This design comes from an exercise in tuning for small area, a short achievable clock period and few clock cycles per item on the open sky130 flow, not from production work. In this exercise RTL edits were held to simulation tests only and were not proved equivalent to the original.

==> flow/design.v (outline; a module is shown in full before it is edited, if it fits) <==
// module llf_booth: 15 lines
// module llf_mac: 946 lines
// module llf_seq: 123 lines
// module ladder_lowpass_filter_core: 218 lines
module ladder_lowpass_filter_core #(
  parameter int SAMPLE_BITS    = llf_pkg::SAMPLE_BITS_DEF,
  parameter int COEF_FRAC_BITS = llf_pkg::COEF_FRAC_BITS_DEF
) (
  input  logic                              clk_i,
  input  logic                              rst_ni,
  input  logic                              cfg_we_i,
  input  logic [llf_pkg::CFG_ADDR_W-1:0]    cfg_addr_i,
  input  logic [llf_pkg::CFG_DATA_W-1:0]    cfg_wdata_i,
  input  logic                              s_axis_tvalid,
  output logic                              s_axis_tready,
  input  logic [((SAMPLE_BITS+7)/8)*8-1:0]  s_axis_tdata,   
  output logic                              m_axis_tvalid,
  input  logic                              m_axis_tready,
  output logic [((SAMPLE_BITS+7)/8)*8-1:0]  m_axis_tdata    
);
  // ...
==> flow/run.sh <==
#!/bin/bash
# synth_recipe.tcl (not shown) runs the flow's synth.tcl, then flattens the netlist and writes it again
# the make line also repeats each setting of config.mk as NAME=value (left out here)
make -C /OpenROAD-flow-scripts/flow DESIGN_CONFIG=/design/flow/config.mk WORK_HOME=/design/flow/orfs CLKGATE_MAP_FILE= SYNTH_SCRIPT=/design/flow/synth_recipe.tcl finish
==> flow/config.mk <==
export PLATFORM = sky130hd
export DESIGN_NAME = ladder_lowpass_filter_core
export DESIGN_NICKNAME = ladder_lowpass_filter_core
export VERILOG_FILES = /design/flow/design.v
export SDC_FILE = /design/flow/constraint.sdc
export NUM_CORES = 4
export LEC_CHECK = 0
export CAP_MARGIN = 80
export CORE_MARGIN = 2
export CORE_UTILIZATION = 40
export SLEW_MARGIN = 80
==> flow/constraint.sdc <==
create_clock -name core_clock -period 16.0 [get_ports {clk_i}]
set_input_delay 3.2000 -clock core_clock [delete_from_list [all_inputs] [get_ports {clk_i}]]
set_output_delay 3.2000 -clock core_clock [all_outputs]
set_load 0.01 [all_outputs]
==> impl_results.md, run 1 <==
- Multi-input combinational cell area: 0.0331 mm^2
- Busiest layer in global routing: met2
- Detailed-placement wirelength estimate: 137000 um
- Status: complete, no violations
- Largest cell class: multi-input gates
- Seq/Total Area, Yosys: 0.331
- Avg Synthesized Cell Area: 9.93 um^2
- Placed Cells: 6751
- Final Hold Vio Count: 0
- Non-Clock Buffer Area Fraction: 0.0917
- Clock buffers: 119
- Uppermost layer routed: met4
- Hold-fix buffers at CTS: 0
- Filler cells: 11341
- Simple-gate share of the synthesized area: 0.0814
- Routed met2 length: 85900 um
- Metal3 WL: 17900 um
- Most frequent CP cell: buf_1
- Bufs and invs on worst path: 9
- R2R Path End: p_q[30]
- Clock transition at path regs: 0.06 ns
- Well Taps: 1650
- Max Clock Freq: 0.189 GHz
- CP startpoint kind: register
- Cells on worst reg2reg path: 21
- Clk tree area frac: 0.0431
- Synth Warn #: 2
- Most numerous cell in the Yosys netlist: inv_1
- Area leader, netlist: fa_1
- Row cnt: 130
- Met2 Use GR: 0.448
- Compound-Gate Fraction of Synth Area: 0.188
Testbench counts, summed over its fixed seeds: cycles 26,304, items 1,536.
==> module llf_seq, before the edit <==
module llf_seq (
  input  logic                      clk_i,
  input  logic                      rst_ni,
  input  logic                      in_valid_i,   
  input  logic                      cfg_we_i,     
  input  logic                      out_full_i,   
  output logic                      in_ready_o,   
  output logic                      out_load_o,   
  output llf_pkg::llf_ctl1_t        ctl1_o,       
  output llf_pkg::llf_ctl2_t        ctl2_o,       
  output logic [2:0]                lsel_o        
);
  logic [SLOT_W-1:0] slot_q, slot_d, nom_d;
  logic              tail_q, tail_d;    
  logic              head_q, head_d;    
  logic              go_q;              
  logic              rdy_q;             
  logic              b4_q;
  logic              stall;
  logic              take;
  llf_pkg::llf_ctl1_t ctl1_d;
  llf_pkg::llf_ctl2_t ctl2_q;
  llf_pkg::llf_ctl2_t ctl2_d;
  assign stall      = b4_q && tail_q && out_full_i;
  assign out_load_o = b4_q && tail_q && !out_full_i;
  assign in_ready_o = rdy_q;
  assign take       = go_q && in_valid_i;
  always_comb begin
    slot_d = slot_q;
    tail_d = tail_q;
    head_d = head_q;
    if (slot_q == SL_P1) begin
      head_d = take;
      if (take || tail_q) slot_d = slot_q + SLOT_W'(1);
    end else if (slot_q == SL_LAST) begin
      slot_d = head_q ? SL_Y : SL_P1;
      tail_d = head_q;
      head_d = 1'b0;
    end else if (!stall) begin
      slot_d = slot_q + SLOT_W'(1);
    end
  end
  always_comb begin
    nom_d = slot_q + SLOT_W'(1);
    if (slot_q == SL_P1 && !tail_q) nom_d = SL_P1;
    else if (slot_q == SL_LAST) nom_d = head_q ? SL_Y : SL_P1;
    else if (stall) nom_d = slot_q;
  end
  always_comb begin
    begin ctl1_d.vsel = V_N; ctl1_d.csel = C_B; ctl1_d.sub = 1'b0; ctl1_d.tsel = TA_0; ctl1_d.ten = 1'b0; end
    case (nom_d)
      SL_Y:  begin ctl1_d.vsel = V_FT; ctl1_d.csel = C_NORM; ctl1_d.sub = 1'b0; ctl1_d.tsel = TA_0; end
      SL_K:  begin ctl1_d.vsel = V_FL; ctl1_d.csel = C_K; ctl1_d.sub = 1'b1; ctl1_d.tsel = TA_X; ctl1_d.ten = 1'b1; end
      SL_A4: begin ctl1_d.vsel = V_Y; ctl1_d.csel = C_A; ctl1_d.sub = 1'b1; ctl1_d.tsel = TA_0; end
      SL_B1: begin ctl1_d.vsel = V_FL; ctl1_d.csel = C_B; ctl1_d.sub = 1'b0; ctl1_d.tsel = TA_0; end
      SL_B2: begin ctl1_d.vsel = V_FL; ctl1_d.csel = C_B; ctl1_d.sub = 1'b0; ctl1_d.tsel = TA_FP; end
      SL_A1: begin ctl1_d.vsel = V_N; ctl1_d.csel = C_A; ctl1_d.sub = 1'b1; ctl1_d.tsel = TA_0; ctl1_d.ten = 1'b1; end
      SL_A2: begin ctl1_d.vsel = V_FL; ctl1_d.csel = C_A; ctl1_d.sub = 1'b1; ctl1_d.tsel = TA_FP; ctl1_d.ten = 1'b1; end
      SL_B3: begin ctl1_d.vsel = V_N; ctl1_d.csel = C_B; ctl1_d.sub = 1'b0; ctl1_d.tsel = TA_0; end
      SL_P1: begin ctl1_d.vsel = V_S1; ctl1_d.csel = C_B; ctl1_d.sub = 1'b0; ctl1_d.tsel = TA_0; end
      SL_A3: begin ctl1_d.vsel = V_FL; ctl1_d.csel = C_A; ctl1_d.sub = 1'b1; ctl1_d.tsel = TA_FP; ctl1_d.ten = 1'b1; end
      SL_P2: begin ctl1_d.vsel = V_FL; ctl1_d.csel = C_B; ctl1_d.sub = 1'b0; ctl1_d.tsel = TA_0; end
      SL_B4: begin ctl1_d.vsel = V_N; ctl1_d.csel = C_B; ctl1_d.sub = 1'b0; ctl1_d.tsel = TA_0; end
      SL_T:  begin ctl1_d.vsel = V_X; ctl1_d.csel = C_G4; ctl1_d.sub = 1'b0; ctl1_d.tsel = TA_0; end
      SL_P3: begin ctl1_d.vsel = V_P; ctl1_d.csel = C_B; ctl1_d.sub = 1'b0; ctl1_d.tsel = tail_q ? TA_FL : TA_S4; ctl1_d.ten = 1'b1; end
      default: ;
    endcase
  end
  always_comb begin
    ctl2_d = '0;
    case (slot_q)
      SL_Y:  begin ctl2_d.wy = 1'b1; end
      SL_K:  begin ctl2_d.wn = 1'b1; end
      SL_A4: ctl2_d.wq = 1'b1;
      SL_B1: begin ctl2_d.wn = 1'b1; end
      SL_B2: begin ctl2_d.wn = 1'b1; end
      SL_A1: begin ctl2_d.ws1 = tail_q; end
      SL_A2: begin ctl2_d.ws2 = tail_q; end
      SL_B3: begin ctl2_d.wn = 1'b1; end
      SL_P1: begin ctl2_d.wp = 1'b1; end
      SL_A3: begin ctl2_d.ws3 = tail_q; end
      SL_P2: begin ctl2_d.wp = 1'b1; end
      SL_B4: begin ctl2_d.ws4 = tail_q; end
      SL_T:  ctl2_d.wq = 1'b1;
      SL_P3: begin ctl2_d.wpt = 1'b1; end
      default: ;
    endcase
  end
  always_comb begin
    lsel_o = LA_0;
    case (slot_q)
      SL_B1: lsel_o = LA_S1;
      SL_B2: lsel_o = LA_S2;
      SL_B3: lsel_o = LA_S3;
      SL_P1: lsel_o = LA_S2;
      SL_P2: lsel_o = tail_q ? LA_F : LA_S3;
      SL_B4: lsel_o = LA_Q;
      SL_P3: lsel_o = LA_F;
      default: ;
    endcase
  end
  always_ff @(posedge clk_i or negedge rst_ni) begin
    if (!rst_ni) begin
      slot_q <= SL_P1;
      tail_q <= 1'b0;
      head_q <= 1'b0;
      go_q   <= 1'b0;
      rdy_q  <= 1'b0;
      b4_q   <= 1'b0;
      ctl2_q <= '0;
    end else begin
      slot_q <= slot_d;
      tail_q <= tail_d;
      head_q <= head_d;
      go_q   <= (slot_d == SL_P1) && !cfg_we_i;
      rdy_q  <= (slot_d == SL_ACC);
      b4_q   <= (slot_d == SL_B4);
      ctl2_q <= ctl2_d;
    end
  end
  assign ctl1_o = ctl1_d;
  assign ctl2_o = ctl2_q;
endmodule
==> module ladder_lowpass_filter_core, before the edit <==
module ladder_lowpass_filter_core #(
  parameter int SAMPLE_BITS    = llf_pkg::SAMPLE_BITS_DEF,
  parameter int COEF_FRAC_BITS = llf_pkg::COEF_FRAC_BITS_DEF
) (
  input  logic                              clk_i,
  input  logic                              rst_ni,
  input  logic                              cfg_we_i,
  input  logic [llf_pkg::CFG_ADDR_W-1:0]    cfg_addr_i,
  input  logic [llf_pkg::CFG_DATA_W-1:0]    cfg_wdata_i,
  input  logic                              s_axis_tvalid,
  output logic                              s_axis_tready,
  input  logic [((SAMPLE_BITS+7)/8)*8-1:0]  s_axis_tdata,   
  output logic                              m_axis_tvalid,
  input  logic                              m_axis_tready,
  output logic [((SAMPLE_BITS+7)/8)*8-1:0]  m_axis_tdata    
);
  localparam int TDATA_W = ((SAMPLE_BITS + 7) / 8) * 8;
  localparam logic signed [ACC_W-1:0] SMAX = 32'sh7FFFFFFF >>> (ACC_W - SAMPLE_BITS);
  localparam logic signed [ACC_W-1:0] SMIN = ~SMAX;
  logic [STAGE_GAIN_W-1:0]  stage_gain_q;
  logic [POLE_COEF_W-1:0]   pole_coef_q;
  logic [GAIN_FOURTH_W-1:0] gain_fourth_q;
  logic [RESONANCE_W-1:0]   resonance_q;
  logic [OUTPUT_NORM_W-1:0] output_norm_q;
  logic signed [31:0]            s1_q, s2_q, s3_q, s4_q;
  logic signed [31:0]            p_q, y_q, n_q;
  logic signed [33:0]            q_q;
  logic signed [SAMPLE_BITS-1:0] x_in;
  logic [57:0]                   ps_q, pc_q;
  logic [57:0]                   ps_d, pc_d;
  logic                          out_valid_q;
  logic [SAMPLE_BITS-1:0]        out_data_q;
  logic signed [31:0]            y_clamp;
  llf_pkg::llf_ctl1_t            ctl1;
  llf_pkg::llf_ctl2_t            ctl2;
  logic                          in_ready;
  logic                          out_load;
  logic signed [31:0]            val;
  logic signed [25:0]            coef;
  logic signed [33:0]            tadd;
  logic signed [33:0]            ladd, ladd_q;
  logic [2:0]                    lsel;
  logic signed [31:0]            val_q;
  logic [12:0]                   one_q, two_q, ng_q;
  logic [12:0]                   one_d, two_d, ng_d;
  logic                          sub_q;
  logic signed [33:0]            tadd_q;
  logic                          ten_q;
  assign x_in = s_axis_tdata[SAMPLE_BITS-1:0];
  always_ff @(posedge clk_i or negedge rst_ni) begin
    if (!rst_ni) begin
      stage_gain_q  <= '0;
      pole_coef_q   <= POLE_COEF_RST;
      gain_fourth_q <= '0;
      resonance_q   <= '0;
      output_norm_q <= OUTPUT_NORM_RST;
    end else if (cfg_we_i) begin
      case (cfg_addr_i)
        REG_STAGE_GAIN:  stage_gain_q  <= cfg_wdata_i[STAGE_GAIN_W-1:0];
        REG_POLE_COEF:   pole_coef_q   <= cfg_wdata_i[POLE_COEF_W-1:0];
        REG_GAIN_FOURTH: gain_fourth_q <= cfg_wdata_i[GAIN_FOURTH_W-1:0];
        REG_RESONANCE:   resonance_q   <= cfg_wdata_i[RESONANCE_W-1:0];
        REG_OUTPUT_NORM: output_norm_q <= cfg_wdata_i[OUTPUT_NORM_W-1:0];
        default: ;
      endcase
    end
  end
  llf_seq u_seq (
    .clk_i      (clk_i),
    .rst_ni     (rst_ni),
    .in_valid_i (s_axis_tvalid),
    .cfg_we_i   (cfg_we_i),
    .out_full_i (out_valid_q),
    .in_ready_o (in_ready),
    .out_load_o (out_load),
    .ctl1_o     (ctl1),
    .ctl2_o     (ctl2),
    .lsel_o     (lsel)
  );
  llf_mac u_mac (
    .val_i  (val_q),
    .one_i  (one_q),
    .two_i  (two_q),
    .ng_i   (ng_q),
    .sub_i  (sub_q),
    .add_i  (tadd_q & {34{ten_q}}),
    .s_o    (ps_d),
    .c_o    (pc_d)
  );
  always_ff @(posedge clk_i) begin
    ps_q <= ps_d;
    pc_q <= pc_d;
  end
  logic [57:0]        la58, cs_s, cs_c, plain_x, late_x;
  logic signed [35:0] plain, late;
  logic signed [31:0] late_sat, t_val;
  logic signed [33:0] q_m1;
  assign la58 = {36'(ladd_q), 22'd0};
  assign cs_s = {ps_q[57:22] ^ pc_q[57:22] ^ la58[57:22], ps_q[21:0]};
  assign cs_c = {(ps_q[56:22] & pc_q[56:22]) | (ps_q[56:22] & la58[56:22]) | (pc_q[56:22] & la58[56:22]),
                 1'b0, pc_q[21:0]};
  assign plain_x = ps_q + pc_q;
  assign late_x  = cs_s + cs_c;
  assign plain   = plain_x[57:22];
  assign late    = late_x[57:22];
  function automatic [31:0] sat32(input [35:0] v);
    if (v[35:31] == 5'b00000 || v[35:31] == 5'b11111) sat32 = v[31:0];
    else if (v[35]) sat32 = 32'h80000000;
    else sat32 = 32'h7FFFFFFF;
  endfunction
  assign late_sat  = sat32(late);
  assign q_m1 = q_q - 34'sd1;
  always_comb begin
    if (plain[35:31] == 5'b00000 || plain[35:31] == 5'b11111) begin
      t_val = late_sat;
    end else if (!plain[35]) begin
      t_val = q_q[33] ? {1'b0, q_m1[30:0]} : 32'sh7FFFFFFF;
    end else begin
      t_val = (q_q[33] || q_q == '0) ? 32'sh80000000 : {1'b1, q_q[30:0]};
    end
  end
  always_comb begin
    case (ctl1.vsel)
      V_FL:    val = late_sat;
      V_FT:    val = t_val;
      V_Y:     val = y_q;
      V_S1:    val = s1_q;
      V_X:     val = 32'(x_in);
      V_P:     val = p_q;
      default: val = n_q;
    endcase
    case (ctl1.csel)
      C_A:     coef = 26'(signed'(pole_coef_q));
      C_G4:    coef = 26'(signed'({1'b0, gain_fourth_q}));
      C_K:     coef = 26'(signed'({1'b0, resonance_q}));
      C_NORM:  coef = 26'(signed'({1'b0, output_norm_q}));
      default: coef = 26'(signed'({1'b0, stage_gain_q}));
    endcase
    case (lsel)
      LA_S1:   ladd = 34'(s1_q);
      LA_S2:   ladd = 34'(s2_q);
      LA_S3:   ladd = 34'(s3_q);
      LA_Q:    ladd = q_q;
      LA_F:    ladd = 34'(late_sat);
      default: ladd = '0;
    endcase
    case (ctl1.tsel)
      TA_X:    tadd = 34'(x_in);
      TA_FP:   tadd = plain[33:0];
      TA_FL:   tadd = 34'(late_sat);
      TA_S4:   tadd = 34'(s4_q);
      default: tadd = tadd_q;
    endcase
  end
  llf_booth u_booth (
    .coef_i (coef),
    .sub_i  (ctl1.sub),
    .one_o  (one_d),
    .two_o  (two_d),
    .ng_o   (ng_d)
  );
  always_ff @(posedge clk_i) begin
    val_q  <= val;
    one_q  <= one_d;
    two_q  <= two_d;
    ng_q   <= ng_d;
    sub_q  <= ctl1.sub;
    tadd_q <= tadd;
    ten_q  <= ctl1.ten;
    ladd_q <= ladd;
  end
  always_ff @(posedge clk_i) begin
    if (ctl2.wy) y_q <= late_sat;
    if (ctl2.wn) n_q <= late_sat;
    if (ctl2.wq) q_q <= plain[33:0];
    if (ctl2.wp) p_q <= late_sat;
    else if (ctl2.wpt) p_q <= t_val;
  end
  always_ff @(posedge clk_i or negedge rst_ni) begin
    if (!rst_ni) begin
      s1_q <= '0;
      s2_q <= '0;
      s3_q <= '0;
      s4_q <= '0;
    end else begin
      if (ctl2.ws1) s1_q <= late_sat;
      if (ctl2.ws2) s2_q <= late_sat;
      if (ctl2.ws3) s3_q <= late_sat;
      if (ctl2.ws4) s4_q <= late_sat;
    end
  end
  always_comb begin
    if (y_q > SMAX) begin
      y_clamp = SMAX;
    end else if (y_q < SMIN) begin
      y_clamp = SMIN;
    end else begin
      y_clamp = y_q;
    end
  end
  always_ff @(posedge clk_i or negedge rst_ni) begin
    if (!rst_ni) begin
      out_valid_q <= 1'b0;
    end else if (out_load) begin
      out_valid_q <= 1'b1;
    end else if (m_axis_tready) begin
      out_valid_q <= 1'b0;
    end
  end
  always_ff @(posedge clk_i) begin
    if (out_load) begin
      out_data_q <= y_clamp[SAMPLE_BITS-1:0];
    end
  end
  assign s_axis_tready = in_ready;
  assign m_axis_tvalid = out_valid_q;
  assign m_axis_tdata  = TDATA_W'(out_data_q);
endmodule
==> run 2, diff against run 1 <==
--- a/flow/design.v
+++ b/flow/design.v
@@ -50,7 +50,7 @@
   typedef struct packed {
     logic       wy;     
     logic       wn;     
-    logic       wq;     
+    logic       wa4;    
     logic       wp;     
     logic       wpt;    
     logic       ws1;
@@ -1029,6 +1029,7 @@
   input  logic                      out_full_i,   
   output logic                      in_ready_o,   
   output logic                      out_load_o,   
+  output logic                      out_set_o,    
   output llf_pkg::llf_ctl1_t        ctl1_o,       
   output llf_pkg::llf_ctl2_t        ctl2_o,       
   output logic [2:0]                lsel_o        
@@ -1038,14 +1039,16 @@
   logic              head_q, head_d;    
   logic              go_q;              
   logic              rdy_q;             
+  logic              b2_q;
   logic              b4_q;
   logic              stall;
   logic              take;
   llf_pkg::llf_ctl1_t ctl1_d;
   llf_pkg::llf_ctl2_t ctl2_q;
   llf_pkg::llf_ctl2_t ctl2_d;
-  assign stall      = b4_q && tail_q && out_full_i;
-  assign out_load_o = b4_q && tail_q && !out_full_i;
+  assign stall      = b2_q && out_full_i;
+  assign out_load_o = b2_q && !out_full_i;
+  assign out_set_o  = b4_q && tail_q;
   assign in_ready_o = rdy_q;
   assign take       = go_q && in_valid_i;
   always_comb begin
@@ -1073,7 +1076,7 @@
     begin ctl1_d.vsel = V_N; ctl1_d.csel = C_B; ctl1_d.sub = 1'b0; ctl1_d.tsel = TA_0; ctl1_d.ten = 1'b0; end
     case (nom_d)
       SL_Y:  begin ctl1_d.vsel = V_FT; ctl1_d.csel = C_NORM; ctl1_d.sub = 1'b0; ctl1_d.tsel = TA_0; end
-      SL_K:  begin ctl1_d.vsel = V_FL; ctl1_d.csel = C_K; ctl1_d.sub = 1'b1; ctl1_d.tsel = TA_X; ctl1_d.ten = 1'b1; end
+      SL_K:  begin ctl1_d.vsel = stall ? V_Y : V_FL; ctl1_d.csel = C_K; ctl1_d.sub = 1'b1; ctl1_d.tsel = stall ? TA_0 : TA_X; ctl1_d.ten = 1'b1; end
       SL_A4: begin ctl1_d.vsel = V_Y; ctl1_d.csel = C_A; ctl1_d.sub = 1'b1; ctl1_d.tsel = TA_0; end
       SL_B1: begin ctl1_d.vsel = V_FL; ctl1_d.csel = C_B; ctl1_d.sub = 1'b0; ctl1_d.tsel = TA_0; end
       SL_B2: begin ctl1_d.vsel = V_FL; ctl1_d.csel = C_B; ctl1_d.sub = 1'b0; ctl1_d.tsel = TA_FP; end
@@ -1094,7 +1097,7 @@
     case (slot_q)
       SL_Y:  begin ctl2_d.wy = 1'b1; end
       SL_K:  begin ctl2_d.wn = 1'b1; end
-      SL_A4: ctl2_d.wq = 1'b1;
+      SL_A4: ctl2_d.wa4 = 1'b1;
       SL_B1: begin ctl2_d.wn = 1'b1; end
       SL_B2: begin ctl2_d.wn = 1'b1; end
       SL_A1: begin ctl2_d.ws1 = tail_q; end
@@ -1104,7 +1107,6 @@
       SL_A3: begin ctl2_d.ws3 = tail_q; end
       SL_P2: begin ctl2_d.wp = 1'b1; end
       SL_B4: begin ctl2_d.ws4 = tail_q; end
-      SL_T:  ctl2_d.wq = 1'b1;
       SL_P3: begin ctl2_d.wpt = 1'b1; end
       default: ;
     endcase
@@ -1129,6 +1131,7 @@
       head_q <= 1'b0;
       go_q   <= 1'b0;
       rdy_q  <= 1'b0;
+      b2_q   <= 1'b0;
       b4_q   <= 1'b0;
       ctl2_q <= '0;
     end else begin
@@ -1137,6 +1140,7 @@
       head_q <= head_d;
       go_q   <= (slot_d == SL_P1) && !cfg_we_i;
       rdy_q  <= (slot_d == SL_ACC);
+      b2_q   <= (slot_d == SL_K);
       b4_q   <= (slot_d == SL_B4);
       ctl2_q <= ctl2_d;
     end
@@ -1170,8 +1174,8 @@
   logic [RESONANCE_W-1:0]   resonance_q;
   logic [OUTPUT_NORM_W-1:0] output_norm_q;
   logic signed [31:0]            s1_q, s2_q, s3_q, s4_q;
-  logic signed [31:0]            p_q, y_q, n_q;
-  logic signed [33:0]            q_q;
+  logic signed [31:0]            p_q, n_q;
+  logic signed [33:0]            y_q;    
   logic signed [SAMPLE_BITS-1:0] x_in;
   logic [57:0]                   ps_q, pc_q;
   logic [57:0]                   ps_d, pc_d;
@@ -1182,6 +1186,7 @@
   llf_pkg::llf_ctl2_t            ctl2;
   logic                          in_ready;
   logic                          out_load;
+  logic                          out_set;
   logic signed [31:0]            val;
   logic signed [25:0]            coef;
   logic signed [33:0]            tadd;
@@ -1220,6 +1225,7 @@
     .out_full_i (out_valid_q),
     .in_ready_o (in_ready),
     .out_load_o (out_load),
+    .out_set_o  (out_set),
     .ctl1_o     (ctl1),
     .ctl2_o     (ctl2),
     .lsel_o     (lsel)
@@ -1256,21 +1262,21 @@
     else sat32 = 32'h7FFFFFFF;
   endfunction
   assign late_sat  = sat32(late);
-  assign q_m1 = q_q - 34'sd1;
+  assign q_m1 = ladd_q - 34'sd1;
   always_comb begin
     if (plain[35:31] == 5'b00000 || plain[35:31] == 5'b11111) begin
       t_val = late_sat;
     end else if (!plain[35]) begin
-      t_val = q_q[33] ? {1'b0, q_m1[30:0]} : 32'sh7FFFFFFF;
+      t_val = ladd_q[33] ? {1'b0, q_m1[30:0]} : 32'sh7FFFFFFF;
     end else begin
-      t_val = (q_q[33] || q_q == '0) ? 32'sh80000000 : {1'b1, q_q[30:0]};
+      t_val = (ladd_q[33] || ladd_q == '0) ? 32'sh80000000 : {1'b1, ladd_q[30:0]};
     end
   end
   always_comb begin
     case (ctl1.vsel)
       V_FL:    val = late_sat;
       V_FT:    val = t_val;
-      V_Y:     val = y_q;
+      V_Y:     val = y_q[31:0];
       V_S1:    val = s1_q;
       V_X:     val = 32'(x_in);
       V_P:     val = p_q;
@@ -1287,7 +1293,7 @@
       LA_S1:   ladd = 34'(s1_q);
       LA_S2:   ladd = 34'(s2_q);
       LA_S3:   ladd = 34'(s3_q);
-      LA_Q:    ladd = q_q;
+      LA_Q:    ladd = y_q;
       LA_F:    ladd = 34'(late_sat);
       default: ladd = '0;
     endcase
@@ -1317,9 +1323,9 @@
     ladd_q <= ladd;
   end
   always_ff @(posedge clk_i) begin
-    if (ctl2.wy) y_q <= late_sat;
+    if (ctl2.wy) y_q <= 34'(late_sat);
+    else if (ctl2.wa4) y_q <= plain[33:0];
     if (ctl2.wn) n_q <= late_sat;
-    if (ctl2.wq) q_q <= plain[33:0];
     if (ctl2.wp) p_q <= late_sat;
     else if (ctl2.wpt) p_q <= t_val;
   end
@@ -1336,19 +1342,21 @@
       if (ctl2.ws4) s4_q <= late_sat;
     end
   end
+  logic signed [31:0] y_lo;
+  assign y_lo = y_q[31:0];
   always_comb begin
-    if (y_q > SMAX) begin
+    if (y_lo > SMAX) begin
       y_clamp = SMAX;
-    end else if (y_q < SMIN) begin
+    end else if (y_lo < SMIN) begin
       y_clamp = SMIN;
     end else begin
-      y_clamp = y_q;
+      y_clamp = y_lo;
     end
   end
   always_ff @(posedge clk_i or negedge rst_ni) begin
     if (!rst_ni) begin
       out_valid_q <= 1'b0;
-    end else if (out_load) begin
+    end else if (out_set) begin
       out_valid_q <= 1'b1;
     end else if (m_axis_tready) begin
       out_valid_q <= 1'b0;
--- a/flow/config.mk
+++ b/flow/config.mk
@@ -5,7 +5,7 @@
 export SDC_FILE = /design/flow/constraint.sdc
 export NUM_CORES = 4
 export LEC_CHECK = 0
-export CAP_MARGIN = 80
+export CAP_MARGIN = 60
 export CORE_MARGIN = 2
 export CORE_UTILIZATION = 40
-export SLEW_MARGIN = 80
+export SLEW_MARGIN = 60
==> run 2 against run 1 <==
  * Critical path type unchanged
  * Largest cell class unchanged
  * Fmax down 5.2%
  * Area after synthesis shrank 0.98%
  * Clock skew fell by 0.014 ns
  * Still clean
  * Hold slack worse by 0.0085 ns
==> impl_results.md, run 2 <==
- Simple-gate share of the synthesized area: 0.0843 (was 0.0814)
- Vias in the first global route: 40947 (was 43006)
- Post-route ant nets: 0 (unchanged)
- Crit path max-delay family: simple AND/OR/NAND/NOR gates (was buffers and inverters)
- Clock transition at path regs: 0.06 ns (about the same)
- Worst Path Required: 16.42 ns (was 16.45 ns)
- Area delta synth->final: 11.0% (was 22.6%)
- R2R Path End: p_q[4] (was p_q[30])
- Main combinational cell family by area after synthesis: adder cells (unchanged)
- RSZ-0062 raised after global routing: false (unchanged)
- Avg WL per Cell: 28.1 um (was 27.0 um)
- Most frequent cells after synthesis: 436 x a22oi_1, 435 x inv_1, 415 x fa_1, 357 x clkbuf_1, 355 x nand2_1 (was 439 x inv_1, 417 x a22oi_1, 415 x fa_1, 358 x nand2_1, 346 x clkbuf_1)
- Synth Warn #: 2 (unchanged)
- TritonRoute pass-1 iters: 8 (unchanged)
- Cells on worst reg2reg path: 14 (was 21)
- Final worst path period share: 0.348 (was 0.330)
- Die Footprint: 0.128 mm^2 (was 0.129 mm^2)
- Syn Inst Count: 5191 (was 5098)
- Number of synthesized flops with an enable pin: 156 (was 188)
- Synth top area share: 0.166 (was 0.164)
- Gr ovfl total: 0 (unchanged)
- Vias per std cell: 6.13 (was 6.09)
- XOR/XNOR Fraction of Synth Area: 0.0914 (was 0.0901)
- Flop2flop setup slack: 10.43 ns (was 10.72 ns)
- IO buf count: 82 (unchanged)
- Most frequent cells in the layout: 436 x a22oi_1, 434 x inv_1, 415 x fa_1 (was 438 x inv_1, 416 x a22oi_1, 415 x fa_1)
- Critical Path Source: ps_q[18] (was ps_q[23])
- Row cnt: 129 (was 130)
- Max Clock Freq: 0.180 GHz (was 0.189 GHz)
- Max-slew headroom: 0.545 (was 0.724)
- Number of DRC markers in iteration 0: 5408 (was 5630)
- Total wire length: 190000 um (was 187000 um)
- CTS root buffer: clkbuf_16 (unchanged)
- CTS buffer count: 77 (was 80)
- Largest net degree at the start of global routing: 67 (was 36)
- Htree depth: 3 (unchanged)
- Most numerous cell in the Yosys netlist: a22oi_1 (was inv_1)
- Starting Density: 0.404 (was 0.403)
- Avg Synthesized Cell Area: 9.66 um^2 (was 9.93 um^2)
- Worst setup path endpoint: p_q[4] (was p_q[30])
- GP Congestion: 1.02 (was 0.928)
- Post-cts resize count: 0 (unchanged)
- Period minus WS final: 5.57 ns (was 5.28 ns)
- Slowest cell on crit path: o31ai_2 (was fa_1)
- Reg2reg start: ps_q[18] (was ps_q[23])
- Synth Register Bits: 644 (was 675)
- Top flop regs: pc_q x57, ps_q x57 (unchanged)
- Routed vias: 41361 (was 42213)
- CP Max Fanout: 23 (was 5)
- Syn_nets: 5808 (was 5715)
- Worst Setup Path Type: reg -> reg (unchanged)
- Gr usage total: 0.294 (was 0.285)
- Worst Setup End Kind: register (unchanged)
- Final setup viols: 0 (unchanged)
- Synth area leaders: fa_1 17%, dfrtp_1 13%, edfxtp_1 9.3% (was fa_1 16%, dfrtp_1 13%, edfxtp_1 11%)
- Chip width: 358 um (was 360 um)
- Post-CTS Setup Repair Bufs: 0 (unchanged)
- DP Area: 0.0528 mm^2 (was 0.0586 mm^2)
- Layout cell share with drive strength beyond 1: 0.120 (was 0.204)
- Multiplexer share of the synthesized area: 0.0403 (was 0.0415)
- Post-synthesis adder-cell area fraction: 0.202 (was 0.200)
- Final instance area: 0.0556 mm^2 (was 0.0620 mm^2)
- Multi-input combinational cell area: 0.0312 mm^2 (was 0.0331 mm^2)
- Clock buffer depth: 3 (unchanged)
- Max Slew Vio Count: 0 (unchanged)
- Status: complete, no violations (unchanged)
- Bufs and invs on worst path: 1 (was 9)
- CP Cell Sequence: ha_1, nand2_1, nor2_1, o2111ai_1, a211oi_1, nor3_4, o31ai_2, a21oi_1, xor2_1, nand4_1, nand2_4, nor2_2, buf_4, mux2_2 (was inv_1, fa_1, inv_1, ha_1, nand2_2, a2111oi_4, buf_1, buf_1, clkdlybuf4s50_1, o21ai_2, nor2b_4, o41ai_4, buf_2, buf_1, a31o_2, mux2i_1, o211ai_1, buf_1, and2_1, inv_1, mux2_4)
- Slowest cell delay on critical path: 0.55 ns (was 0.54 ns)
- Initial antenna violation count: 3 (was 0)
- Clk Latency, worst-skew pair: 0.70 ns (was 0.71 ns)
- Seq. cell area: 0.0159 mm^2 (was 0.0168 mm^2)
- Area leader, netlist: fa_1 (unchanged)
- CP startpoint kind: register (unchanged)
- TritonCTS Sinks: 644 (was 675)
- Nets: 5657 (was 5834)
- Fin Clk Skew: 0.0436 ns (was 0.0578 ns)
- TNS Setup: 0 ns (unchanged)
- Seq/Total Area, Yosys: 0.315 (was 0.331)
- Die Span Y: 358 um (was 360 um)
- First-pass GRT wire length: 279000 um (was 278000 um)
- Hold-fix buffers at CTS: 0 (unchanged)
- Crit path DAT: 5.98 ns (was 5.73 ns)
- Io pins: 83 (unchanged)
- Post-synth cell types: 99 (was 111)
- Final Hold Vio Count: 0 (unchanged)
- HP Class: reg -> reg (unchanged)
- Core Region: 0.124 mm^2 (was 0.126 mm^2)
- Compound-Gate Fraction of Synth Area: 0.197 (was 0.188)
- Ys async rst share: 0.415 (was 0.394)
- Instance count on the critical path: 14 (was 21)
- Least-Margin Pin Slew: 0.678 ns (was 0.414 ns)
- DRC Markers: 0 (unchanged)
- Detailed-placement wirelength estimate: 129000 um (was 137000 um)
- Most used DFF post-synth: dfrtp_1 (unchanged)
- Filler cells: 11784 (was 11341)
- Commonest non-fill, non-tap cell in the layout: a22oi_1 (was inv_1)
- Max Cap Viol: 0 (unchanged)
- Cell Area, Synth: 0.0501 mm^2 (was 0.0506 mm^2)
- CTS tree: built (unchanged)
run 2: cell families (layout without fill, tap and decap cells):
logic type | count (synthesis) | after routing
mux | 182 | 182
flops | 644 | 644
simple gates | 923 | 923
buf+inv | 899 | 811
compound gates | 1460 | 1460
xor+xnor | 523 | 523
other cells | 0 | 5
fa+ha+maj | 560 | 560
run 2: area by class of cell:
cell class,count,share of cell area
clock buffers,108,0.0396
inverters,454,0.0307
multi-input cells,3648,0.561
clock inverters,34,0.00888
flip-flops and latches,644,0.285
repair buffers,215,0.0368
well taps,1637,0.0368
diodes,5,0.000225
run 2: metal layers:
layer,vias to the layer above,share of wire,GRT usage,routed length [um]
met3,499,0.10,0.0654,19800
met5,-,0,0,0
met1,20749,0.40,0.392,75200
li1,17694,-,-,-
met2,2419,0.44,0.448,83700
met4,0,0.058,0.151,11000
run 2: worst min-delay path by stage:
stage / depth (start not counted) / startpoint / to
after global routing: 2 / u_seq.b4_q / out_valid_q
after floorplan: 2 / n_q[10] / val_q[10]
after global placement: 2 / u_seq.b4_q / out_valid_q
after CTS: 2 / u_seq.b4_q / out_valid_q
after detailed placement: 2 / u_seq.b4_q / out_valid_q
final: 2 / u_seq.b4_q / out_valid_q
run 2: worst register-to-register path, delay by kind of cell, from the launching register on:
kind / cells / cell delay, ns
XOR/XNOR: 1 / 0.26
AO/OA/AOI/OAI: 4 / 1.59
buffers and inverters: 1 / 0.56
adder cells (fa/ha/maj): 1 / 0.54
flip-flops: 1 / 0.30
multiplexers: 1 / 0.45
AND/OR/NAND/NOR: 6 / 1.62
run 2: stage by stage:
step                instances  setup slack, ns  hold WS, ns   util
detailed placement       6595            10.63        0.451  0.426
finish                   6745            10.43        0.460  0.449
global route             6740            10.21        0.496  0.449
CTS                      6737            10.63        0.464  0.448
floorplan                5191            11.22        0.427      -
global placement         6580            10.28        0.447  0.421
Testbench counts of run 2, summed over its fixed seeds: cycles 26,304, items 1,536.
==> run 3, diff against run 2 <==
--- a/flow/config.mk
+++ b/flow/config.mk
@@ -5,7 +5,7 @@
 export SDC_FILE = /design/flow/constraint.sdc
 export NUM_CORES = 4
 export LEC_CHECK = 0
-export CAP_MARGIN = 60
+export CAP_MARGIN = 50
 export CORE_MARGIN = 2
 export CORE_UTILIZATION = 40
-export SLEW_MARGIN = 60
+export SLEW_MARGIN = 50
==> run 3 against run 2 <==
  * Area after synthesis stayed put
  * Design area fell by 0.55%
  * Fmax fell by 1.1%
  * Non-clock buffer count is 5 lower
  * First-iteration DRC count down 1.0%
  * Critical path depth is the same
  * Via count hardly changed
  * Synthesized cell count unchanged
==> impl_results.md, run 3 <==
- Status: complete, no violations (unchanged)
- Layout cell share with drive strength beyond 1: 0.114 (was 0.120)
- Die Footprint: 0.128 mm^2 (unchanged)
- Synth top area share: 0.166 (unchanged)
- Most frequent cells after synthesis: 436 x a22oi_1, 435 x inv_1, 415 x fa_1, 357 x clkbuf_1, 355 x nand2_1 (unchanged)
- Post-synth cell types: 99 (unchanged)
- Dpl ws: 10.40 ns (was 10.63 ns)
- Die Span Y: 358 um (unchanged)
- Synth Warn #: 2 (unchanged)
- Synth area leaders: fa_1 17%, dfrtp_1 13%, edfxtp_1 9.3% (unchanged)
- Seq/Total Area, Yosys: 0.315 (unchanged)
- Syn_nets: 5808 (unchanged)
- TritonCTS Sinks: 644 (unchanged)
- Max Clock Freq: 0.178 GHz (was 0.180 GHz)
- GP Congestion: 1.02 (unchanged)
- Vias in the first global route: 40869 (was 40947)
- Worst Path Required: 16.43 ns (was 16.42 ns)
- Most frequent cells in the layout: 436 x a22oi_1, 434 x inv_1, 415 x fa_1 (unchanged)
- Htree depth: 3 (unchanged)
- IO buf count: 82 (unchanged)
- Io pins: 83 (unchanged)
- Total wire length: 189000 um (was 190000 um)
- Least-Margin Pin Slew: 0.769 ns (was 0.678 ns)
- Gr usage total: 0.293 (was 0.294)
- Core Util, Final: 0.446 (was 0.449)
- Clk Latency, worst-skew pair: 0.69 ns (was 0.70 ns)
- Fin Clk Skew: 0.0554 ns (was 0.0436 ns)
- Final worst path period share: 0.352 (was 0.348)
- Crit path DAT: 6.07 ns (was 5.98 ns)
- Synth Register Bits: 644 (unchanged)
- Initial antenna violation count: 2 (was 3)
- Gr ovfl total: 0 (unchanged)
- Top flop regs: pc_q x57, ps_q x57 (unchanged)
- Cell Area, Synth: 0.0501 mm^2 (unchanged)
- Clock transition at path regs: 0.06 ns (about the same)
- CTS buffer count: 76 (was 77)
- Post-route ant nets: 0 (unchanged)
- Area delta synth->final: 10.4% (was 11.0%)
- Largest net degree at the start of global routing: 86 (was 67)
- Final Hold Vio Count: 0 (unchanged)
- Post-CTS Setup Repair Bufs: 0 (unchanged)
- First-pass GRT wire length: 278000 um (was 279000 um)
- Avg WL per Cell: 28.1 um (about the same)
- Period minus WS final: 5.63 ns (was 5.57 ns)
- Avg Synthesized Cell Area: 9.66 um^2 (unchanged)
- Number of synthesized flops with an enable pin: 156 (unchanged)
- Most numerous cell in the Yosys netlist: a22oi_1 (unchanged)
- CTS tree: built (unchanged)
- Chip width: 358 um (unchanged)
- Syn Inst Count: 5191 (unchanged)
- HP Class: reg -> reg (unchanged)
- Core Region: 0.124 mm^2 (unchanged)
- Ys async rst share: 0.415 (unchanged)
- Area leader, netlist: fa_1 (unchanged)
- Routed vias: 41367 (was 41361)
- Row cnt: 129 (unchanged)
- Worst Setup Path Type: reg -> reg (unchanged)
- Clock buffer depth: 3 (unchanged)
- Final setup viols: 0 (unchanged)
- Nets: 5651 (was 5657)
- Number of DRC markers in iteration 0: 5354 (was 5408)
- Detailed-placement wirelength estimate: 129000 um (about the same)
- WHS Path Cells: 2 (unchanged)
- Max Cap Viol: 0 (unchanged)
- Hold-fix buffers at CTS: 0 (unchanged)
- CP startpoint kind: register (unchanged)
- Commonest non-fill, non-tap cell in the layout: a22oi_1 (unchanged)
- TritonRoute pass-1 iters: 8 (unchanged)
- Vias per std cell: 6.14 (was 6.13)
- Setup slack after layout: 10.37 ns (was 10.43 ns)
- Cells on worst reg2reg path: 14 (unchanged)
- RSZ-0062 raised after global routing: false (unchanged)
- Max Slew Vio Count: 0 (unchanged)
- Max-slew headroom: 0.482 (was 0.545)
- DRC Markers: 0 (unchanged)
- Worst Setup End Kind: register (unchanged)
- CP Max Fanout: 23 (unchanged)
- CTS root buffer: clkbuf_16 (unchanged)
- TNS Setup: 0 ns (unchanged)
- Starting Density: 0.404 (unchanged)
- Most used DFF post-synth: dfrtp_1 (unchanged)
- Post-cts resize count: 0 (unchanged)
## run 3: cell types whose count changed in the layout (fill, tap and decap cells not counted), moves of 5 or more
cell and delta:
xnor2_1 +5, buf_4 +19, buf_6 -14, buf_2 -5
clkbuf_8 -6, xnor2_2 -5
## run 3: metal layers
metal	up-vias	part of all wire	routed length, um	global-route usage
met5	-	0	0	0
met4	0	0.062	11700	0.157
met3	528	0.10	18900	0.0572
met2	2494	0.44	83300	0.445
met1	20647	0.40	75400	0.393
li1	17698	-	-	-
## run 3: final cells by class
cell class	count	area, um^2
Antenna cell	3	7.51
Tap cell	1637	2050
Clock inverter	34	474
Inverter	454	1710
Multi-Input combinational cell	3648	31100
Fill cell	11760	68600
Sequential cell	644	15900
Clock buffer	107	2200
Timing Repair Buffer	210	1940
## run 3: kinds of logic (layout without fill, tap and decap cells)
kind of cell | count (synthesis) | in the layout | share of synthesized area
flip-flops | 644 | 644 | 0.315
buffers and inverters | 899 | 805 | 0.0696
XOR/XNOR | 523 | 523 | 0.0914
multiplexers | 182 | 182 | 0.0403
AND/OR/NAND/NOR | 923 | 923 | 0.0843
AO/OA/AOI/OAI | 1460 | 1460 | 0.197
adder cells (fa/ha/maj) | 560 | 560 | 0.202
other | 0 | 3 | 0
## run 3: through the flow
stage	std cells	hold WS (ns)	instance area [um^2]
finish	6737	0.459	55300
global route	6734	0.484	55300
CTS	6732	0.464	55200
detailed placement	6591	0.449	52500
global placement	6580	0.447	52200
floorplan	5191	0.427	50100
## run 3: worst max-delay path, stage by stage, from the launching register on
cell	delay, ns
dfxtp_1	0.43
ha_1	0.34
a21oi_1	0.34
o211ai_1	0.19
a21boi_0	0.45
o22ai_1	0.17
a211oi_1	0.39
o31ai_2	0.23
a21oi_1	0.32
xor2_1	0.23
nand4_1	0.23
nand2_2	0.46
nor2_2	0.58
buf_4	0.54
mux2_2	0.40
## run 3: final timing paths
| check | from | endpoint | slack (ns) |
|---|---|---|---|
| max | pc_q[28] | p_q[5] | 10.37 |
| min | u_seq.b4_q | out_valid_q | 0.46 |
| max reg2reg | pc_q[28] | p_q[5] | 10.37 |
| min reg2reg | u_seq.b4_q | out_valid_q | 0.46 |
| max in group asynchronous | rst_ni | output_norm_q[3] | 12.45 |
| min in group asynchronous | rst_ni | s3_q[22] | 2.33 |
==> run 4, diff against run 3 <==
--- a/flow/config.mk
+++ b/flow/config.mk
@@ -5,7 +5,7 @@
 export SDC_FILE = /design/flow/constraint.sdc
 export NUM_CORES = 4
 export LEC_CHECK = 0
-export CAP_MARGIN = 50
+export CAP_MARGIN = 70
 export CORE_MARGIN = 2
 export CORE_UTILIZATION = 40
-export SLEW_MARGIN = 50
+export SLEW_MARGIN = 70
==> run 4 against run 3 <==
  * Setup slack improved by 0.21 ns
  * Critical path depth is 3 higher
  * Synthesized cell count is the same
  * Critical path type unchanged
==> impl_results.md, run 4 <==
- Detailed-placement wirelength estimate: 134000 um (was 129000 um)
- Routed met2 length: 84000 um (was 83300 um)
- Die Span Y: 358 um (unchanged)
- TNS Setup: 0 ns (unchanged)
- Avg Synthesized Cell Area: 9.66 um^2 (unchanged)
- Synth Register Bits: 644 (unchanged)
- Routed vias: 41720 (was 41367)
- Syn_nets: 5808 (unchanged)
- HP Class: reg -> reg (unchanged)
- Most numerous cell in the Yosys netlist: a22oi_1 (unchanged)
- Crit path DAT: 5.85 ns (was 6.07 ns)
- Most used DFF post-synth: dfrtp_1 (unchanged)
- Chip width: 358 um (unchanged)
- CP Max Fanout: 35 (was 23)
- Main combinational cell family by area after synthesis: adder cells (unchanged)
- Starting Density: 0.404 (unchanged)
- Metal3 WL: 19400 um (was 18900 um)
- Layout cell share with drive strength beyond 1: 0.139 (was 0.114)
- Vias in the first global route: 41697 (was 40869)
- Die Footprint: 0.128 mm^2 (unchanged)
- CTS buffer count: 76 (unchanged)
- Number of synthesized flops with an enable pin: 156 (unchanged)
- Largest net degree at the start of global routing: 51 (was 86)
- Total wire length: 190000 um (was 189000 um)
- GP Congestion: 1.02 (unchanged)
- Cells on worst reg2reg path: 17 (was 14)
- Top flop regs: pc_q x57, ps_q x57 (unchanged)
- DRC Markers: 0 (unchanged)
- Initial antenna violation count: 9 (was 2)
- Synth top area share: 0.166 (unchanged)
- Area delta synth->final: 14.4% (was 10.4%)
- Post-synthesis adder-cell area fraction: 0.202 (unchanged)
- Row cnt: 129 (unchanged)
- Synth Warn #: 2 (unchanged)
- Fin Clk Skew: 0.0523 ns (was 0.0554 ns)
- WHS Path Cells: 2 (unchanged)
- Avg WL per Cell: 28.0 um (was 28.1 um)
- CP startpoint kind: register (unchanged)
- Most frequent cells after synthesis: 436 x a22oi_1, 435 x inv_1, 415 x fa_1, 357 x clkbuf_1, 355 x nand2_1 (unchanged)
- DP Area: 0.0544 mm^2 (was 0.0525 mm^2)
- Ys async rst share: 0.415 (unchanged)
- Compound-Gate Fraction of Synth Area: 0.197 (unchanged)
- Vias per std cell: 6.14 (about the same)
- XOR/XNOR Fraction of Synth Area: 0.0914 (unchanged)
- Io pins: 83 (unchanged)
- Final worst path period share: 0.339 (was 0.352)
- Clk Latency, worst-skew pair: 0.69 ns (about the same)
- Cell Area, Synth: 0.0501 mm^2 (unchanged)
- Post-route ant nets: 0 (unchanged)
- IO buf count: 82 (unchanged)
- Gr usage total: 0.295 (was 0.293)
- Worst Setup End Kind: register (unchanged)
- Status: complete, no violations (unchanged)
- Final Hold Vio Count: 0 (unchanged)
- Synth area leaders: fa_1 17%, dfrtp_1 13%, edfxtp_1 9.3% (unchanged)
- Post-CTS Setup Repair Bufs: 0 (unchanged)
- Worst Setup Path Type: reg -> reg (unchanged)
- Final instance area: 0.0573 mm^2 (was 0.0553 mm^2)
- Seq/Total Area, Yosys: 0.315 (unchanged)
- Period minus WS final: 5.42 ns (was 5.63 ns)
- Post-Route M1 WL: 74900 um (was 75400 um)
- Most frequent cells in the layout: 436 x a22oi_1, 433 x inv_1, 415 x fa_1 (was 436 x a22oi_1, 434 x inv_1, 415 x fa_1)
- Clock transition at path regs: 0.06 ns (about the same)
- Multiplexer share of the synthesized area: 0.0403 (unchanged)
- Max Clock Freq: 0.185 GHz (was 0.178 GHz)
- Core Region: 0.124 mm^2 (unchanged)
- Simple-gate share of the synthesized area: 0.0843 (unchanged)
- Max Cap Viol: 0 (unchanged)
- CTS root buffer: clkbuf_16 (unchanged)
- TritonCTS Sinks: 644 (unchanged)
- Commonest non-fill, non-tap cell in the layout: a22oi_1 (unchanged)
- Area leader, netlist: fa_1 (unchanged)
- Hold-fix buffers at CTS: 0 (unchanged)
- Filler cells: 11572 (was 11760)
- RSZ-0062 raised after global routing: false (unchanged)
- Final setup viols: 0 (unchanged)
- Uppermost layer routed: met5 (was met4)
- Max Slew Vio Count: 0 (unchanged)
- Post-synth cell types: 99 (unchanged)
- Worst Path Required: 16.43 ns (about the same)
- Htree depth: 3 (unchanged)
- Max-slew headroom: 0.663 (was 0.482)
- Post-cts resize count: 0 (unchanged)
- Clock buffer depth: 3 (unchanged)
- Syn Inst Count: 5191 (unchanged)
- First-pass GRT wire length: 280000 um (was 278000 um)
- CTS tree: built (unchanged)
- Least-Margin Pin Slew: 0.502 ns (was 0.769 ns)
- TritonRoute pass-1 iters: 9 (was 8)
- Number of DRC markers in iteration 0: 5354 (unchanged)
- Nets: 5710 (was 5651)
- Gr ovfl total: 0 (unchanged)
-- run 4: per-layer routing --
metal,track usage,vias up
met4,0.159,2
li1,-,17798
met1,0.394,20872
met5,0,-
met2,0.447,2482
met3,0.0619,566
-- run 4: path summary, 6_finish.rpt --
| check | start | endpoint | slack, ns |
|---|---|---|---|
| worst max-delay path | ladd_q[4] | tadd_q[1] | 10.58 |
| max in group asynchronous | rst_ni | gain_fourth_q[4] | 12.23 |
| worst min-delay path | u_seq.b4_q | out_valid_q | 0.46 |
| worst max register to register | ladd_q[4] | tadd_q[1] | 10.58 |
| worst min register to register | u_seq.b4_q | out_valid_q | 0.46 |
| min in group asynchronous | rst_ni | s2_q[20] | 2.35 |
-- run 4: layout make-up --
class                           count  area (um^2)  area share
Antenna cell                        1         2.50   0.0000437
Clock buffer                      113         2250      0.0393
Clock inverter                     28          337     0.00587
Inverter                          454         1710      0.0299
Multi-Input combinational cell   3648        31800       0.555
Sequential cell                   644        15900       0.277
Tap cell                         1637         2050      0.0357
Timing Repair Buffer              269         3290      0.0575
-- run 4: critical path, cell delays in order (launching register included) --
cell	delay, ns
dfxtp_1	0.45
fa_1	0.48
ha_1	0.41
a21oi_1	0.30
o211ai_1	0.18
a21boi_0	0.29
o21a_1	0.18
o221ai_1	0.19
nor3_1	0.34
o21ai_1	0.14
xnor2_1	0.23
buf_4	0.29
o21bai_4	0.20
buf_4	0.23
buf_6	0.35
o21a_1	0.39
a21oi_1	0.12
a311o_1	0.33
-- run 4: cells by family (layout without fill, tap and decap cells) --
family	count (synthesis)	in the layout
fa+ha+maj	560	560
xor+xnor	523	523
buf+inv	899	864
compound gates	1460	1460
simple gates	923	923
other cells	0	1
flops	644	644
mux	182	182
-- run 4: per-stage QoR --
stage / worst slack, ns / hold slack, ns / util / std cells
2_1_floorplan: 11.22 / 0.427 / - / 5191
3_3_place_gp: 10.28 / 0.447 / 0.421 / 6580
5_1_grt: 10.35 / 0.492 / 0.462 / 6793
3_5_place_dp: 10.59 / 0.449 / 0.439 / 6642
6_report: 10.58 / 0.457 / 0.462 / 6794
4_1_cts: 10.57 / 0.464 / 0.460 / 6783
==> run 5, diff against run 4 <==
--- a/flow/design.v
+++ b/flow/design.v
@@ -1040,7 +1040,7 @@
   logic              go_q;              
   logic              rdy_q;             
   logic              b2_q;
-  logic              b4_q;
+  logic              b11_q;
   logic              stall;
   logic              take;
   llf_pkg::llf_ctl1_t ctl1_d;
@@ -1048,7 +1048,7 @@
   llf_pkg::llf_ctl2_t ctl2_d;
   assign stall      = b2_q && out_full_i;
   assign out_load_o = b2_q && !out_full_i;
-  assign out_set_o  = b4_q && tail_q;
+  assign out_set_o  = b11_q && tail_q;
   assign in_ready_o = rdy_q;
   assign take       = go_q && in_valid_i;
   always_comb begin
@@ -1132,7 +1132,7 @@
       go_q   <= 1'b0;
       rdy_q  <= 1'b0;
       b2_q   <= 1'b0;
-      b4_q   <= 1'b0;
+      b11_q  <= 1'b0;
       ctl2_q <= '0;
     end else begin
       slot_q <= slot_d;
@@ -1141,7 +1141,7 @@
       go_q   <= (slot_d == SL_P1) && !cfg_we_i;
       rdy_q  <= (slot_d == SL_ACC);
       b2_q   <= (slot_d == SL_K);
-      b4_q   <= (slot_d == SL_B4);
+      b11_q  <= (slot_d == SL_A3);
       ctl2_q <= ctl2_d;
     end
   end
--- a/flow/config.mk
+++ b/flow/config.mk
@@ -5,7 +5,7 @@
 export SDC_FILE = /design/flow/constraint.sdc
 export NUM_CORES = 4
 export LEC_CHECK = 0
-export CAP_MARGIN = 70
+export CAP_MARGIN = 60
 export CORE_MARGIN = 2
 export CORE_UTILIZATION = 40
-export SLEW_MARGIN = 70
+export SLEW_MARGIN = 60
==> run 5 against run 4 <==
  * Area after synthesis barely moved
  * First-iteration DRC count fell by 2.5%
  * Clock skew fell by 0.0046 ns
  * Core utilization fell by 1.3 points
  * Via count fell by 0.34%
==> impl_results.md, run 5 <==
- Status: complete, no violations (unchanged)
- Commonest non-fill, non-tap cell in the layout: inv_1 (was a22oi_1)
- Layout cell share with drive strength beyond 1: 0.120 (was 0.139)
- Crit path DAT: 6.12 ns (was 5.85 ns)
- Htree depth: 3 (unchanged)
- CTS tree: built (unchanged)
- Core Region: 0.124 mm^2 (unchanged)
- Clock buffer depth: 3 (unchanged)
- Final Hold Vio Count: 0 (unchanged)
- Number of DRC markers in iteration 0: 5222 (was 5354)
- TritonRoute pass-1 iters: 9 (unchanged)
- IO buf count: 82 (unchanged)
- Max-slew headroom: 0.561 (was 0.663)
- First-pass GRT wire length: 279000 um (was 280000 um)
- Worst Setup Path Type: reg -> reg (unchanged)
- Most frequent CP cell: nand4_1
- Most numerous cell in the Yosys netlist: inv_1 (was a22oi_1)
- Row cnt: 129 (unchanged)
- DRC Markers: 0 (unchanged)
- Die Footprint: 0.128 mm^2 (about the same)
- Synth area leaders: fa_1 17%, dfrtp_1 13%, edfxtp_1 9.3% (unchanged)
- Number of synthesized flops with an enable pin: 156 (unchanged)
- CP startpoint kind: register (unchanged)
- Cell Area, Synth: 0.0501 mm^2 (about the same)
- CTS buffer count: 79 (was 76)
- Detailed-placement wirelength estimate: 131000 um (was 134000 um)
- Clock transition at path regs: 0.06 ns (about the same)
- HP Class: reg -> reg (unchanged)
- Synth Register Bits: 644 (unchanged)
- Syn Inst Count: 5130 (was 5191)
- Placed Cells: 6534 (was 6642)
- Chip width: 358 um (about the same)
- Setup slack after layout: 10.44 ns (was 10.58 ns)
- Max Slew Vio Count: 0 (unchanged)
- Dpl ws: 10.48 ns (was 10.59 ns)
- Vias per std cell: 6.22 (was 6.14)
- Avg WL per Cell: 28.5 um (was 28.0 um)
- Max Cap Viol: 0 (unchanged)
- Post-synth cell types: 103 (was 99)
- Area delta synth->final: 11.2% (was 14.4%)
- Period minus WS final: 5.56 ns (was 5.42 ns)
- Post-route ant nets: 0 (unchanged)
- Most used DFF post-synth: dfrtp_1 (unchanged)
- TNS Setup: 0 ns (unchanged)
- Total wire length: 191000 um (was 190000 um)
- Top flop regs: pc_q x57, ps_q x57 (unchanged)
- CP Cell Sequence: fa_1, ha_1, nand4_1, nor4_2, a32oi_1, a21oi_1, or4_1, nand4_1, or3_1, or4_2, nand2_2, o21a_1, mux2_2 (was fa_1, ha_1, a21oi_1, o211ai_1, a21boi_0, o21a_1, o221ai_1, nor3_1, o21ai_1, xnor2_1, buf_4, o21bai_4, buf_4, buf_6, o21a_1, a21oi_1, a311o_1)
- Largest net degree at the start of global routing: 60 (was 51)
- Ys async rst share: 0.415 (unchanged)
- Worst Path Required: 16.57 ns (was 16.43 ns)
- Slowest cell delay on critical path: 0.83 ns (was 0.48 ns)
- Starting Density: 0.404 (about the same)
- Synth top area share: 0.166 (about the same)
- Clk Latency, worst-skew pair: 0.70 ns (was 0.69 ns)
- Final Non-Filler Cells: 6689 (was 6794)
- Post-cts resize count: 0 (unchanged)
- Post-CTS Setup Repair Bufs: 0 (unchanged)
- Least-Margin Pin Slew: 0.659 ns (was 0.502 ns)
- CTS root buffer: clkbuf_16 (unchanged)
- Seq/Total Area, Yosys: 0.315 (about the same)
- Most frequent cells in the layout: 439 x inv_1, 437 x a22oi_1, 415 x fa_1 (was 436 x a22oi_1, 433 x inv_1, 415 x fa_1)
- Syn_nets: 5747 (was 5808)
- Hold-fix buffers at CTS: 0 (unchanged)
- Routed vias: 41577 (was 41720)
- Slowest cell on crit path: or4_2 (was fa_1)
- Area leader, netlist: fa_1 (unchanged)
- Io pins: 83 (unchanged)
- Gr ovfl total: 0 (unchanged)
- Vias in the first global route: 41147 (was 41697)
- Nets: 5601 (was 5710)
- Die Span Y: 358 um (about the same)
- Hold Worst Slack: 0.459 ns (was 0.457 ns)
- Fin Clk Skew: 0.0477 ns (was 0.0523 ns)
- Initial antenna violation count: 6 (was 9)
- Final worst path period share: 0.347 (was 0.339)
- Synth Warn #: 2 (unchanged)
- Worst Setup End Kind: register (unchanged)
- Gr usage total: 0.294 (was 0.295)
- RSZ-0062 raised after global routing: false (unchanged)
- Max Clock Freq: 0.180 GHz (was 0.185 GHz)
- TritonCTS Sinks: 644 (unchanged)
- Avg Synthesized Cell Area: 9.77 um^2 (was 9.66 um^2)
- GP Congestion: 0.979 (was 1.02)
- Most frequent cells after synthesis: 442 x inv_1, 438 x a22oi_1, 415 x fa_1, 370 x clkbuf_1, 332 x a21oi_1 (was 436 x a22oi_1, 435 x inv_1, 415 x fa_1, 357 x clkbuf_1, 355 x nand2_1)
- Final setup viols: 0 (unchanged)
- CP Max Fanout: 11 (was 35)
[run 5: worst paths after layout]
check | startpoint | to | slack (ns) | cells after the start
worst max-delay path | ladd_q[6] | y_q[30] | 10.44 | 13
worst min-delay path | y_q[33] | ladd_q[33] | 0.46 | 1
worst max register to register | ladd_q[6] | y_q[30] | 10.44 | 13
worst min register to register | y_q[33] | ladd_q[33] | 0.46 | 1
max in group asynchronous | rst_ni | stage_gain_q[0] | 12.12 | 5
min in group asynchronous | rst_ni | s1_q[29] | 2.33 | 1
[run 5: stage by stage]
stage / area [um^2] / utilization
after floorplan: 50100 / -
after global placement: 52300 / 0.422
after detailed placement: 52900 / 0.427
after CTS: 55600 / 0.448
after global routing: 55800 / 0.450
final: 55800 / 0.450
[run 5: cell type report]
class                      count  area (um^2)
fill                       11822        68200
multi-input combinational   3602        31500
sequential                   644        15900
clock buffer                 123         2290
tap                         1637         2050
timing repair buffer         209         1990
inverter                     448         1690
clock inverter                24          367
antenna                        2         5.00
[run 5: logic make-up after synthesis]
logic type	after synthesis	synth area share
and+or+nand+nor	883	0.0818
muxes	199	0.0438
buffers and inverters	884	0.0677
adders and majority gates	560	0.202
AOI/OAI and AO/OA	1447	0.200
xor gates and xnor gates	513	0.0896
DFF	644	0.315
[run 5: critical path: cells and delay by family, from the launching register on]
kind | cells | cell delay [ns]
simple gates | 7 | 2.85
fa+ha+maj | 2 | 0.93
compound gates | 3 | 0.96
mux | 1 | 0.22
flops | 1 | 0.46
[run 5: layer usage]
layer / global-route usage / wire length, um
met4: 0.175 / 13400
met5: 0 / 48
met1: 0.383 / 73200
met3: 0.0665 / 19900
met2: 0.448 / 84200
Testbench counts of run 5, summed over its fixed seeds: cycles 26,240, items 1,536.
==> run 6, diff against run 5 <==
--- a/flow/config.mk
+++ b/flow/config.mk
@@ -8,4 +8,5 @@
 export CAP_MARGIN = 60
 export CORE_MARGIN = 2
 export CORE_UTILIZATION = 40
+export PLACE_DENSITY = 0.75
 export SLEW_MARGIN = 60
==> run 6 against run 5 <==
  * Critical path type unchanged
  * Synthesized cell count unchanged
  * Flip-flop and latch count unchanged
  * Clock-buffer cell count decreased by 18
  * Via count increased by 3.1%
  * First-iteration DRC count increased by 24%
  * Critical endpoint is now tadd_q[17]
  * Global-route usage decreased by 1.3 points
  * Fmax decreased by 5.3%
  * Highest routed layer is now met4
  * Clock skew decreased by 0.0082 ns
  * Area after synthesis unchanged
==> impl_results.md, run 6 <==
- Synth top area share: 0.166 (unchanged)
- Slowest cell delay on critical path: 0.85 ns (was 0.83 ns)
- Syn Inst Count: 5130 (unchanged)
- Slowest cell on crit path: or4_2 (unchanged)
- Syn_nets: 5747 (unchanged)
- Synth Register Bits: 644 (unchanged)
- Largest net degree at the start of global routing: 66 (was 60)
- Most frequent cells in the layout: 439 x inv_1, 437 x a22oi_1, 415 x fa_1 (unchanged)
- Final worst path period share: 0.367 (was 0.347)
- Io pins: 83 (unchanged)
- Filler cells: 11591 (was 11822)
- CTS root buffer: clkbuf_16 (unchanged)
- Post-CTS Setup Repair Bufs: 0 (unchanged)
- Post-synth cell types: 103 (unchanged)
- Clk Latency, worst-skew pair: 0.67 ns (was 0.70 ns)
- Total wire length: 184000 um (was 191000 um)
- Die Span Y: 358 um (unchanged)
- CTS tree: built (unchanged)
- Row cnt: 129 (unchanged)
- Initial antenna violation count: 0 (was 6)
- Area leader, netlist: fa_1 (unchanged)
- Post-route ant nets: 0 (unchanged)
- Most used DFF post-synth: dfrtp_1 (unchanged)
- IO buf count: 82 (unchanged)
- DRC Markers: 0 (unchanged)
- Status: complete, no violations (unchanged)
- TritonCTS Sinks: 644 (unchanged)
- Final Hold Vio Count: 0 (unchanged)
- CP startpoint kind: register (unchanged)
- Max-slew headroom: 0.525 (was 0.561)
- Reg2reg start: ladd_q[6] (unchanged)
- Avg WL per Cell: 27.5 um (was 28.5 um)
- Hold-fix buffers at CTS: 0 (unchanged)
- Seq/Total Area, Yosys: 0.315 (unchanged)
- Detailed-placement wirelength estimate: 124000 um (was 131000 um)
- Synth Warn #: 2 (unchanged)
- Routed vias: 42874 (was 41577)
- HP Class: reg -> reg (unchanged)
- Htree depth: 3 (unchanged)
- Ys async rst share: 0.415 (unchanged)
- Starting Density: 0.404 (unchanged)
- Area delta synth->final: 10.7% (was 11.2%)
## run 6: metal layers
layer | share of wire | track usage | vias up
met5 | 0 | 0 | -
li1 | - | - | 17651
met1 | 0.34 | 0.342 | 20914
met2 | 0.43 | 0.418 | 3441
met4 | 0.090 | 0.207 | 0
met3 | 0.13 | 0.0883 | 868
## run 6: final cells by class
| cell class | count | area (um^2) | area share |
|---|---|---|---|
| flip-flops and latches | 644 | 15900 | 0.287 |
| diodes | 6 | 15.0 | 0.000270 |
| clock inverters | 29 | 398 | 0.00717 |
| well taps | 1637 | 2050 | 0.0369 |
| inverters | 448 | 1690 | 0.0304 |
| clock buffers | 105 | 2070 | 0.0373 |
| repair buffers | 205 | 1940 | 0.0349 |
| multi-input cells | 3602 | 31400 | 0.566 |
## run 6: cell families (layout without fill, tap and decap cells)
logic type               after synthesis  in the layout  synth area share
multiplexers                         199            199            0.0438
flip-flops                           644            644             0.315
adder cells (fa/ha/maj)              560            560             0.202
AO/OA/AOI/OAI                       1447           1447             0.200
other                                  0              6                 0
XOR/XNOR                             513            513            0.0896
AND/OR/NAND/NOR                      883            883            0.0818
buffers and inverters                884            787            0.0677
## run 6: worst paths after layout
| check | slack [ns] | to | depth (start not counted) |
|---|---|---|---|
| min in group asynchronous | 2.41 | s4_q[22] | 1 |
| max in group asynchronous | 12.17 | output_norm_q[2] | 4 |
| worst max-delay path | 10.13 | tadd_q[17] | 13 |
| worst min register to register | 0.47 | val_q[22] | 1 |
| worst min-delay path | 0.47 | val_q[22] | 1 |
| worst max register to register | 10.13 | tadd_q[17] | 13 |
## run 6: critical path, delay by kind of cell, from the launching register on
kind	cells	cell delay [ns]
compound gates	4	1.53
fa+ha+maj	2	0.91
flops	1	0.46
simple gates	7	2.65
## run 6: stage by stage
step / setup slack, ns / area [um^2] / hold WS, ns / instances
floorplan: 11.28 / 50100 / 0.419 / 5130
global placement: 10.48 / 52200 / 0.426 / 6513
detailed placement: 10.44 / 52800 / 0.436 / 6530
CTS: 10.37 / 55300 / 0.462 / 6664
global route: 9.96 / 55500 / 0.485 / 6670
finish: 10.13 / 55500 / 0.471 / 6676

-- separate check: timing with driven ports --
The results above use ideal ports. As a check the final layouts listed here were re-extracted and re-timed, cells and wires unchanged. Step 1, drivers: a clkbuf_16 drives clk_i and a buf_2 each remaining input, both assumed. Step 2 times the ports against the registers' clock, not the clock port: input delays grow and output delays shrink by t, the midpoint of the rising clock arrivals with the driver on. a / b / c = ideal / step 1 / step 2; a / b = the first two.
run	shift t [ns]	setup WS [ns]	worst hold slack (ns)	worst setup path after step 2	worst register clock-pin slew, ns
run 1	0.755	10.720 / 10.720 / 10.720	0.468 / 0.468 / 0.468	register to register	0.07 / 0.07
run 2	0.756	10.433 / 10.433 / 10.433	0.460 / 0.460 / 0.460	register to register	0.07 / 0.07
run 3	0.748	10.369 / 10.369 / 10.369	0.459 / 0.459 / 0.459	register to register	0.07 / 0.07
run 4	0.744	10.582 / 10.582 / 10.582	0.457 / 0.457 / 0.457	register to register	0.07 / 0.07
run 5	0.749	10.442 / 10.442 / 10.442	0.459 / 0.459 / 0.459	register to register	0.08 / 0.08
run 6	0.728	10.131 / 10.131 / 10.131	0.471 / 0.471 / 0.471	register to register	0.07 / 0.07
After both steps every run listed still meets setup and hold.
